This is an optimization exercise on Yosys and OpenROAD, whose aim is small area, a short achievable clock period and few clock cycles, not a production implementation.
No activity file was given, so power comes from the tool's default toggle rates.

## run A
Design tandem_motif_repeat_detector, start of the top module:
module tandem_motif_repeat_detector (
    input  logic                              aclk,
    input  logic                              aresetn,
    input  logic                              s_tvalid,
    output logic                              s_tready,
    input  logic [7:0]                        s_tdata,    
    input  logic [1:0]                        s_tuser,    
    input  logic                              s_tlast,    
    output logic                              m_tvalid,
    input  logic                              m_tready,
    output logic [7:0]                        m_tdata,    
    output logic [0:0]                        m_tuser,    
    input  logic                              cfg_valid,
    output logic                              cfg_ready,
    input  logic [tmr_pkg::CFG_IDX_W-1:0]     cfg_index,
    input  logic [tmr_pkg::CFG_DATA_W-1:0]    cfg_data
);
    logic [tmr_pkg::MOTIF_CHARS-1:0][tmr_pkg::BASE_W-1:0] motif;
    logic [tmr_pkg::SKIP_W-1:0] len_m1;
    logic [tmr_pkg::RUN_W-1:0]  min_rep;
    logic                       cfg_ok;
    logic accept;
    logic ready_reg;
    logic                       in_valid_reg;
  ...
clock: 10.0 ns
lec_check: 0
cap_margin: 20
core_margin: 2
core_utilization: 60
cts_buf_list: sky130_fd_sc_hd__clkbuf_4 sky130_fd_sc_hd__clkbuf_8
cts_cluster_size: 20
slew_margin: 20
standard.sh (not shown) runs the stock make flow with config.mk's settings and CLKGATE_MAP_FILE= SYNTH_SCRIPT=/design/flow/synth_recipe.tcl, a recipe that flattens the netlist after the stock synthesis.
==> flow/flow/run.sh <==
#!/bin/bash
set -euo pipefail
bash standard.sh SETUP_SLACK_MARGIN=7.0 "BUFFER_PORTS_ARGS=-buffer_cell sky130_fd_sc_hd__buf_1" finish > make_finish.log 2>&1
What run B does differently from run A at the input level:
# run A
export LEC_CHECK = 0
export CAP_MARGIN = 20
export CORE_MARGIN = 2
export CORE_UTILIZATION = 60
export CTS_BUF_LIST = sky130_fd_sc_hd__clkbuf_4 sky130_fd_sc_hd__clkbuf_8
export CTS_CLUSTER_SIZE = 20
export SLEW_MARGIN = 20
create_clock -name core_clock -period 10.0 [get_ports {aclk}]
# run B
export LEC_CHECK = 0
export CAP_MARGIN = 20
export CORE_MARGIN = 2
export CORE_UTILIZATION = 40
export SLEW_MARGIN = 20
create_clock -name core_clock -period 10.0 [get_ports {aclk}]
==> flow/flow/run.sh <==
#!/bin/bash
# Standard layout (the standard.sh: standard synthesis and ORFS steps),
# with repair_timing aiming for setup slack well beyond the clock period's
# needs, so that sizing and buffering shorten the critical paths.
set -euo pipefail
bash standard.sh SETUP_SLACK_MARGIN=6.8 finish > make_finish.log 2>&1
==> notes.md <==
- From run A to run B the numbers moved as follows: highest clock rate shrank by about 5%; proportion of power drawn by combinational gates grew by 0.7 points.
- Higher worst setup slack among run A and run B: run A
- Comparing placed wire-length estimate for run A and run B, the bigger number came from run B.
- All of run A and run B finish clean.
- The hold slack was comparable across run A and run B.
- Compared with run A, in run B number of core rows increased 11; worst reg-to-reg path cell count increased 4; data arrival at the endpoint of the critical path up 2.32 ns; fraction of area in multi-input gates fell 1.7 points.
Relative to run B, the following input files were edited for run C:
==> flow/run.sh (new file) <==
#!/bin/bash
# synth_recipe.tcl (not shown) runs the flow's synth.tcl, then flattens the netlist and writes it again
# the make line also repeats each setting of config.mk as NAME=value (left out here)
make -C /OpenROAD-flow-scripts/flow DESIGN_CONFIG=/design/flow/config.mk WORK_HOME=/design/flow/orfs CLKGATE_MAP_FILE= SYNTH_SCRIPT=/design/flow/synth_recipe.tcl finish
removed: flow/flow/run.sh
removed: flow/standard.sh
==> notes.md <==
In the flow results for run C and run B, the power share of the combinational group is smaller on run C. Required arrival time at the worst endpoint was higher in the run labelled run B. Count of clock-buffer cells in the layout for run C is higher than for run B. Sort run C and run B by biggest cell delay along the critical path asc -> top: run B. Looking at met2 layer wire length in the routed design, run C sits below run B. Run C vs run B, slowest cell on the critical path: sky130_fd_sc_hd__buf_4 vs sky130_fd_sc_hd__clkdlybuf4s50_1. Row post-synthesis to final-layout area growth: run C higher / run B lower. There was hardly any difference in power of the combinational group between run C and run B. From run B to run C the numbers moved as follows: non-clock buffer count now larger; relative area of clock buffers and inverters in the final design now larger; cell count after placement comparable.
Function was not checked in any run of this note: the RTL went through the layout flow alone.

static timing again, ports no longer ideal:
The results above use ideal ports. As a check the final layouts listed here were re-extracted and re-timed, cells and wires unchanged. Step 1 assumes that a clkbuf_16 drives the clock port and a buf_2 every other input. Step 2 also shifts input and output timing later by t, the mid clock arrival at the registers, as if the neighbouring blocks saw the same clock. Three values: no drivers, after step 1, after step 2; two values: the first two.
run | t (ns) | setup slack, ns | worst setup path at the end | pins driven straight from the clock port
run A | 0.551 | 7.006 / 6.964 / 6.591 | input to register | 1
run B | 0.581 | 6.853 / 6.827 / 6.291 | input to register | 1
run C | 0.581 | 6.519 / 6.519 / 5.959 | input to register | 1
After both steps setup and hold are still met in every run listed. The setup slack of run B, which loses most, moves by -0.026 ns with the drivers and by -0.562 ns with both steps.
